This is an optimization exercise on Yosys and OpenROAD, whose aim is a short achievable clock period and few clock cycles, not a production implementation. The RTL was checked by simulation tests, not by an equivalence proof against the original design. No activity file was given, so power comes from the tool's default toggle rates.

==> inputs of 04-01 <==
==> flow/design.v <==
`timescale 1ns/1ps
module l2_tlb_tag_lookup #(
    parameter  int SETS  = 16,
    parameter  int VPN_W = 31,
    localparam int IW    = $clog2(SETS)
) (
    input  logic             clk,
    input  logic             reset_n,
    input  logic             req_valid,
    output logic             req_ready,
    input  logic [VPN_W-1:0] req_vpn,
    input  logic             req_passthrough,
    input  logic             flush,
    output logic             resp_valid,
    output logic [4:0]       resp_hitsVec,
    output logic             resp_miss,
    output logic [IW-1:0]    resp_idx,
    output logic [3:0]       resp_valid_way,
    output logic             ptw_req_valid,
    input  logic             ptw_req_ready,
    output logic [VPN_W-1:0] ptw_req_vpn,
    input  logic             ptw_resp_valid,
    input  logic             ptw_resp_error,
    output logic             refill_valid,
    output logic [1:0]       refill_way,
    output logic [IW-1:0]    refill_idx
);
    localparam int TW = VPN_W - IW;
    logic [3:0]       valid_q [SETS];
    logic [TW-1:0]    tag_q   [4][SETS];
    logic             flush_q;    
    logic [1:0]       rr_q;
    logic             busy_q;     
    logic             preq_q;     
    logic             wait_q;     
    logic             ok_q;       
    logic             armw_q;     
    logic             allv_q;     
    logic [3:0]       wen_q   [SETS];   
    logic [IW-1:0]    fill_idx_q;
    logic [TW-1:0]    fill_tag_q;
    logic [IW-1:0]    req_idx;
    logic [TW-1:0]    req_tag;
    logic [SETS-1:0]  dec;
    logic [3:0]       veff    [SETS];
    logic [3:0]       match   [SETS];
    logic [1:0]       vict_s  [SETS];
    logic [3:0]       vict1h  [SETS];
    logic [3:0]       hitw;
    logic [4:0]       lookup_hits;
    logic [3:0]       set_valid;
    logic [1:0]       victim_way;
    logic             set_allv;
    logic             any_hit;
    logic             accept, miss, hs, fill;
    assign req_idx = req_vpn[IW-1:0];
    assign req_tag = req_vpn[VPN_W-1:IW];
    always_comb begin
        for (int s = 0; s < SETS; s++) begin
            veff[s]   = flush_q ? 4'd0 : valid_q[s];
            vict_s[s] = rr_q;
            for (int w = 3; w >= 0; w--)
                if (!valid_q[s][w]) vict_s[s] = 2'(w);
            for (int w = 0; w < 4; w++)
                vict1h[s][w] = flush_q ? (w == 0) : (vict_s[s] == 2'(w));
        end
    end
    always_comb begin
        for (int s = 0; s < SETS; s++)
            for (int w = 0; w < 4; w++)
                match[s][w] = valid_q[s][w] && (tag_q[w][s] == req_tag);
    end
    always_comb begin
        for (int s = 0; s < SETS; s++) dec[s] = (req_idx == IW'(s));
        hitw       = '0;
        any_hit    = 1'b0;
        set_valid  = '0;
        victim_way = '0;
        set_allv   = 1'b0;
        for (int s = 0; s < SETS; s++) begin
            hitw       = hitw | (match[s] & {4{dec[s]}});
            any_hit    = any_hit | (dec[s] & (|match[s]));
            set_valid  = set_valid | (valid_q[s] & {4{dec[s]}});
            victim_way = victim_way | (vict_s[s] & {2{dec[s]}});
            set_allv   = set_allv | (dec[s] & (&valid_q[s]));
        end
        if (flush_q) begin
            hitw       = '0;
            any_hit    = 1'b0;
            set_valid  = '0;
            victim_way = '0;
            set_allv   = 1'b0;
        end
        lookup_hits = req_passthrough ? 5'b10000 : {1'b0, hitw};
        miss = !req_passthrough && !any_hit;
    end
    assign req_ready     = !busy_q && !flush;
    assign accept        = req_valid && req_ready;
    assign ptw_req_valid = preq_q;
    assign hs            = preq_q && ptw_req_ready;
    assign refill_valid  = armw_q && ptw_resp_valid && !ptw_resp_error && !flush;
    assign fill          = armw_q && ptw_resp_valid && !ptw_resp_error;
    assign refill_idx    = fill_idx_q;
    always_ff @(posedge clk or negedge reset_n) begin
        if (!reset_n) begin
            busy_q         <= 1'b0;
            preq_q         <= 1'b0;
            wait_q         <= 1'b0;
            ok_q           <= 1'b0;
            armw_q         <= 1'b0;
            allv_q         <= 1'b0;
            flush_q        <= 1'b0;
            rr_q           <= 2'd0;
            resp_valid     <= 1'b0;
            resp_miss      <= 1'b0;
            resp_hitsVec   <= '0;
            resp_idx       <= '0;
            resp_valid_way <= '0;
            ptw_req_vpn    <= '0;
            fill_idx_q     <= '0;
            refill_way     <= '0;
            for (int s = 0; s < SETS; s++) wen_q[s] <= '0;
        end else begin
            flush_q    <= flush;
            resp_valid <= accept;
            resp_miss  <= accept && miss;
            if (accept) begin
                resp_hitsVec   <= lookup_hits;
                resp_idx       <= req_idx;
                resp_valid_way <= set_valid;
                ptw_req_vpn    <= req_vpn;
                fill_idx_q     <= req_idx;
                refill_way     <= victim_way;
                allv_q         <= set_allv;
                for (int s = 0; s < SETS; s++)
                    for (int w = 0; w < 4; w++)
                        wen_q[s][w] <= dec[s] && vict1h[s][w];
            end
            if (accept && miss)                       busy_q <= 1'b1;
            else if (wait_q && ptw_resp_valid)        busy_q <= 1'b0;
            if (accept && miss)                       preq_q <= 1'b1;
            else if (hs)                              preq_q <= 1'b0;
            if (accept && miss)                       ok_q <= 1'b1;
            else if (flush)                           ok_q <= 1'b0;
            if (hs)                                   wait_q <= 1'b1;
            else if (ptw_resp_valid)                  wait_q <= 1'b0;
            if (hs)                                   armw_q <= ok_q && !flush;
            else if (flush || ptw_resp_valid)         armw_q <= 1'b0;
            if (refill_valid && allv_q)               rr_q <= rr_q + 2'd1;
        end
    end
    always_ff @(posedge clk or negedge reset_n) begin
        if (!reset_n) begin
            for (int s = 0; s < SETS; s++) valid_q[s] <= '0;
        end else begin
            for (int s = 0; s < SETS; s++)
                for (int w = 0; w < 4; w++)
                    valid_q[s][w] <= veff[s][w] || (fill && wen_q[s][w]);
        end
    end
    always_ff @(posedge clk) begin
        if (accept) fill_tag_q <= req_tag;
        for (int s = 0; s < SETS; s++)
            for (int w = 0; w < 4; w++)
                if (fill && wen_q[s][w]) tag_q[w][s] <= fill_tag_q;
    end
endmodule
==> flow/run.sh <==
#!/bin/bash
# synth_recipe.tcl (not shown) runs the flow's synth.tcl, then flattens the netlist and writes it again
# the make line also repeats each setting of config.mk as NAME=value (left out here)
make -C /OpenROAD-flow-scripts/flow DESIGN_CONFIG=/design/flow/config.mk WORK_HOME=/design/flow/orfs CLKGATE_MAP_FILE= SYNTH_SCRIPT=/design/flow/synth_recipe.tcl finish
==> flow/config.mk <==
export PLATFORM = sky130hd
export DESIGN_NAME = l2_tlb_tag_lookup
export DESIGN_NICKNAME = l2_tlb_tag_lookup
export VERILOG_FILES = /design/flow/design.v
export SDC_FILE = /design/flow/constraint.sdc
export NUM_CORES = 4
export LEC_CHECK = 0
export CAP_MARGIN = 20
export CORE_MARGIN = 8
export CORE_UTILIZATION = 55
export SETUP_SLACK_MARGIN = 3.0
export SLEW_MARGIN = 20
export TNS_END_PERCENT = 100
==> flow/constraint.sdc <==
create_clock -name core_clock -period 5.5 [get_ports {clk}]
set_input_delay 1.1000 -clock core_clock [delete_from_list [all_inputs] [get_ports {clk}]]
set_output_delay 1.1000 -clock core_clock [all_outputs]
set_load 0.01 [all_outputs]
==> inputs of 12-25, as changes to 04-01 <==
==> flow/design.v, changed modules only <==
module l2_tlb_tag_lookup #(
    parameter  int SETS  = 16,
    parameter  int VPN_W = 31,
    localparam int IW    = $clog2(SETS)
) (
    input  logic             clk,
    input  logic             reset_n,
    input  logic             req_valid,
    output logic             req_ready,
    input  logic [VPN_W-1:0] req_vpn,
    input  logic             req_passthrough,
    input  logic             flush,
    output logic             resp_valid,
    output logic [4:0]       resp_hitsVec,
    output logic             resp_miss,
    output logic [IW-1:0]    resp_idx,
    output logic [3:0]       resp_valid_way,
    output logic             ptw_req_valid,
    input  logic             ptw_req_ready,
    output logic [VPN_W-1:0] ptw_req_vpn,
    input  logic             ptw_resp_valid,
    input  logic             ptw_resp_error,
    output logic             refill_valid,
    output logic [1:0]       refill_way,
    output logic [IW-1:0]    refill_idx
);
    localparam int TW = VPN_W - IW;
    logic [3:0]       valid_q [SETS];
    logic [TW-1:0]    tag_q   [4][SETS];
    logic [1:0]       rr_q;
    logic             ready_q;    
    logic             preq_q;     
    logic             wait_q;     
    logic             ok_q;       
    logic             armw_q;     
    logic             allv_q;     
    logic [3:0]       wen_q   [SETS];   
    logic [IW-1:0]    req_idx;
    logic [TW-1:0]    req_tag, cap_tag;
    logic [SETS-1:0]  dec;
    logic [3:0]       hitw;
    logic [4:0]       lookup_hits;
    logic [3:0]       set_valid;
    logic [1:0]       victim_way;
    logic             accept, miss, hs;
    assign req_idx = req_vpn[IW-1:0];
    assign req_tag = req_vpn[VPN_W-1:IW];
    assign cap_tag = ptw_req_vpn[VPN_W-1:IW];
    always_comb begin
        for (int s = 0; s < SETS; s++) dec[s] = (req_idx == IW'(s));
        for (int w = 0; w < 4; w++) begin
            hitw[w] = 1'b0;
            for (int s = 0; s < SETS; s++)
                hitw[w] = hitw[w] | (dec[s] & valid_q[s][w] & (tag_q[w][s] == req_tag));
        end
        set_valid = '0;
        for (int s = 0; s < SETS; s++)
            set_valid = set_valid | (valid_q[s] & {4{dec[s]}});
        lookup_hits = req_passthrough ? 5'b10000 : {1'b0, hitw};
        miss = !req_passthrough && (hitw == 4'd0);
    end
    always_comb begin
        victim_way = rr_q;
        for (int w = 3; w >= 0; w--) begin
            if (!set_valid[w]) victim_way = 2'(w);
        end
    end
    assign req_ready     = ready_q && !flush;
    assign accept        = req_valid && req_ready;
    assign ptw_req_valid = preq_q;
    assign hs            = preq_q && ptw_req_ready;
    assign refill_valid  = armw_q && ptw_resp_valid && !ptw_resp_error && !flush;
    assign refill_idx    = resp_idx;
    always_ff @(posedge clk or negedge reset_n) begin
        if (!reset_n) begin
            ready_q        <= 1'b1;
            preq_q         <= 1'b0;
            wait_q         <= 1'b0;
            ok_q           <= 1'b0;
            armw_q         <= 1'b0;
            allv_q         <= 1'b0;
            rr_q           <= 2'd0;
            resp_valid     <= 1'b0;
            resp_miss      <= 1'b0;
            resp_hitsVec   <= '0;
            resp_idx       <= '0;
            resp_valid_way <= '0;
            ptw_req_vpn    <= '0;
            refill_way     <= '0;
            for (int s = 0; s < SETS; s++) wen_q[s] <= '0;
        end else begin
            resp_valid <= accept;
            resp_miss  <= accept && miss;
            if (accept) begin
                resp_hitsVec   <= lookup_hits;
                resp_idx       <= req_idx;
                resp_valid_way <= set_valid;
                ptw_req_vpn    <= req_vpn;
                refill_way     <= victim_way;
                allv_q         <= &set_valid;
                for (int s = 0; s < SETS; s++)
                    for (int w = 0; w < 4; w++)
                        wen_q[s][w] <= dec[s] && (victim_way == 2'(w));
            end
            if (accept && miss)                       ready_q <= 1'b0;
            else if (wait_q && ptw_resp_valid)        ready_q <= 1'b1;
            if (accept && miss)                       preq_q <= 1'b1;
            else if (hs)                              preq_q <= 1'b0;
            if (accept && miss)                       ok_q <= 1'b1;
            else if (flush)                           ok_q <= 1'b0;
            if (hs)                                   wait_q <= 1'b1;
            else if (ptw_resp_valid)                  wait_q <= 1'b0;
            if (hs)                                   armw_q <= ok_q && !flush;
            else if (flush || ptw_resp_valid)         armw_q <= 1'b0;
            if (refill_valid && allv_q)               rr_q <= rr_q + 2'd1;
        end
    end
    always_ff @(posedge clk or negedge reset_n) begin
        if (!reset_n) begin
            for (int s = 0; s < SETS; s++) valid_q[s] <= '0;
        end else begin
            for (int s = 0; s < SETS; s++)
                for (int w = 0; w < 4; w++)
                    valid_q[s][w] <= !flush && (valid_q[s][w] || (refill_valid && wen_q[s][w]));
        end
    end
    always_ff @(posedge clk) begin
        for (int s = 0; s < SETS; s++)
            for (int w = 0; w < 4; w++)
                if (refill_valid && wen_q[s][w]) tag_q[w][s] <= cap_tag;
    end
endmodule
CORE_UTILIZATION = 35   (was 55)
SETUP_SLACK_MARGIN = unset   (was 3.0)
TNS_END_PERCENT = unset   (was 100)
==> inputs of 01-28, as changes to 04-01 <==
==> flow/design.v, changed modules only <==
module l2_tlb_tag_lookup #(
    parameter  int SETS  = 16,
    parameter  int VPN_W = 31,
    localparam int IW    = $clog2(SETS)
) (
    input  logic             clk,
    input  logic             reset_n,
    input  logic             req_valid,
    output logic             req_ready,
    input  logic [VPN_W-1:0] req_vpn,
    input  logic             req_passthrough,
    input  logic             flush,
    output logic             resp_valid,
    output logic [4:0]       resp_hitsVec,
    output logic             resp_miss,
    output logic [IW-1:0]    resp_idx,
    output logic [3:0]       resp_valid_way,
    output logic             ptw_req_valid,
    input  logic             ptw_req_ready,
    output logic [VPN_W-1:0] ptw_req_vpn,
    input  logic             ptw_resp_valid,
    input  logic             ptw_resp_error,
    output logic             refill_valid,
    output logic [1:0]       refill_way,
    output logic [IW-1:0]    refill_idx
);
    localparam int TW = VPN_W - IW;
    logic [3:0]       valid_q [SETS];
    logic [TW-1:0]    tag_q   [4][SETS];
    logic [1:0]       rr_q;
    logic             ready_q;    
    logic             preq_q;     
    logic             wait_q;     
    logic             ok_q;       
    logic             armw_q;     
    logic             allv_q;     
    logic [3:0]       wen_q   [SETS];   
    logic [IW-1:0]    req_idx;
    logic [TW-1:0]    req_tag, cap_tag;
    logic [SETS-1:0]  dec;
    logic [3:0]       hitw;
    logic [4:0]       lookup_hits;
    logic [3:0]       set_valid;
    logic [1:0]       victim_way;
    logic             accept, miss, hs;
    assign req_idx = req_vpn[IW-1:0];
    assign req_tag = req_vpn[VPN_W-1:IW];
    assign cap_tag = ptw_req_vpn[VPN_W-1:IW];
    always_comb begin
        for (int s = 0; s < SETS; s++) dec[s] = (req_idx == IW'(s));
        for (int w = 0; w < 4; w++) begin
            hitw[w] = 1'b0;
            for (int s = 0; s < SETS; s++)
                hitw[w] = hitw[w] | (dec[s] & valid_q[s][w] & (tag_q[w][s] == req_tag));
        end
        set_valid = '0;
        for (int s = 0; s < SETS; s++)
            set_valid = set_valid | (valid_q[s] & {4{dec[s]}});
        lookup_hits = req_passthrough ? 5'b10000 : {1'b0, hitw};
        miss = !req_passthrough && (hitw == 4'd0);
    end
    always_comb begin
        victim_way = rr_q;
        for (int w = 3; w >= 0; w--) begin
            if (!set_valid[w]) victim_way = 2'(w);
        end
    end
    assign req_ready     = ready_q && !flush;
    assign accept        = req_valid && req_ready;
    assign ptw_req_valid = preq_q;
    assign hs            = preq_q && ptw_req_ready;
    assign refill_valid  = armw_q && ptw_resp_valid && !ptw_resp_error && !flush;
    assign refill_idx    = resp_idx;
    always_ff @(posedge clk or negedge reset_n) begin
        if (!reset_n) begin
            ready_q        <= 1'b1;
            preq_q         <= 1'b0;
            wait_q         <= 1'b0;
            ok_q           <= 1'b0;
            armw_q         <= 1'b0;
            allv_q         <= 1'b0;
            rr_q           <= 2'd0;
            resp_valid     <= 1'b0;
            resp_miss      <= 1'b0;
            resp_hitsVec   <= '0;
            resp_idx       <= '0;
            resp_valid_way <= '0;
            ptw_req_vpn    <= '0;
            refill_way     <= '0;
            for (int s = 0; s < SETS; s++) wen_q[s] <= '0;
        end else begin
            resp_valid <= accept;
            resp_miss  <= accept && miss;
            if (accept) begin
                resp_hitsVec   <= lookup_hits;
                resp_idx       <= req_idx;
                resp_valid_way <= set_valid;
                ptw_req_vpn    <= req_vpn;
                refill_way     <= victim_way;
                allv_q         <= &set_valid;
                for (int s = 0; s < SETS; s++)
                    for (int w = 0; w < 4; w++)
                        wen_q[s][w] <= dec[s] && (victim_way == 2'(w));
            end
            if (accept && miss)                       ready_q <= 1'b0;
            else if (wait_q && ptw_resp_valid)        ready_q <= 1'b1;
            if (accept && miss)                       preq_q <= 1'b1;
            else if (hs)                              preq_q <= 1'b0;
            if (accept && miss)                       ok_q <= 1'b1;
            else if (flush)                           ok_q <= 1'b0;
            if (hs)                                   wait_q <= 1'b1;
            else if (ptw_resp_valid)                  wait_q <= 1'b0;
            if (hs)                                   armw_q <= ok_q && !flush;
            else if (flush || ptw_resp_valid)         armw_q <= 1'b0;
            if (refill_valid && allv_q)               rr_q <= rr_q + 2'd1;
        end
    end
    always_ff @(posedge clk or negedge reset_n) begin
        if (!reset_n) begin
            for (int s = 0; s < SETS; s++) valid_q[s] <= '0;
        end else begin
            for (int s = 0; s < SETS; s++)
                for (int w = 0; w < 4; w++)
                    valid_q[s][w] <= !flush && (valid_q[s][w] || (refill_valid && wen_q[s][w]));
        end
    end
    always_ff @(posedge clk) begin
        for (int s = 0; s < SETS; s++)
            for (int w = 0; w < 4; w++)
                if (refill_valid && wen_q[s][w]) tag_q[w][s] <= cap_tag;
    end
endmodule
ABC_CLOCK_PERIOD_IN_PS = 2500   (was unset)
CORE_UTILIZATION = 35   (was 55)
==> comparison <==
- The lowest count of clock-buffer cells in the layout belongs to 12-25, the highest to 04-01.
- Utilization: 12-25 < 01-28 < 04-01.
- The lowest first-iteration DRC count belongs to 12-25, the highest to 04-01.
- In 01-28 the power is larger than in 12-25, by about 3.4%.
- In 04-01 the clock power is larger than in 01-28, by about 4%.
- Sequential cell count: 04-01 is higher than 12-25 (28).
==> figures <==
item	04-01	12-25	01-28
Run status	no timing/DRC/antenna violations	no timing/DRC/antenna violations	no timing/DRC/antenna violations
Plain + repair buffers	640	385	543
WL final	316 mm	266 mm	308 mm
Num Clock Sinks	1936	1908	1908
Stages on worst setup path	13	10	15
Number of tap cells inserted	1930	3009	3009
Warning count from the yosys run	8	4	4
Relative area change from synthesis to final layout	20.4%	15.6%	22.1%
Global router's overall resource usage	38.4%	21.3%	24.3%
Final worst path period need	2850 ps	4150 ps	2860 ps
Height of the chip	402 µm	493 µm	493 µm
Wire length on met2	142 mm	128 mm	144 mm
Number of antenna violations at the first check in global routing	34	21	19
Wire length per cell	39.8 µm	31.0 µm	35.2 µm
Testbench counts of 04-01, summed over its fixed seeds: cycles 58,847.
Testbench counts of 12-25, summed over its fixed seeds: cycles 58,847.
Testbench counts of 01-28, summed over its fixed seeds: cycles 58,847.

what the ideal ports hide:
The flow's constraints put no driver on any port. The routed layouts listed below were extracted and timed again, unchanged, in two steps.
Step 1, drivers: a clkbuf_16 drives clk and a buf_2 each remaining input, both assumed.
Step 2, shift: input delay + t, output delay - t, t = (earliest + latest rising clock arrival at the registers) / 2. This alone moves slack from input paths to output paths.
Three values: ideal, step 1, step 2; two values: the first two.
run | t, ns | slack for setup (ns) | worst setup path at the end
04-01 | 0.909 | 2.648 / 2.447 / 1.537 | input to register
12-25 | 0.918 | 1.351 / 1.261 / 0.343 | input to register
01-28 | 0.927 | 2.645 / 2.457 / 1.529 | input to register
After both steps setup and hold are still met in every run listed. The setup slack of 01-28, which loses most, moves by -0.188 ns with the drivers and by -1.116 ns with both steps.
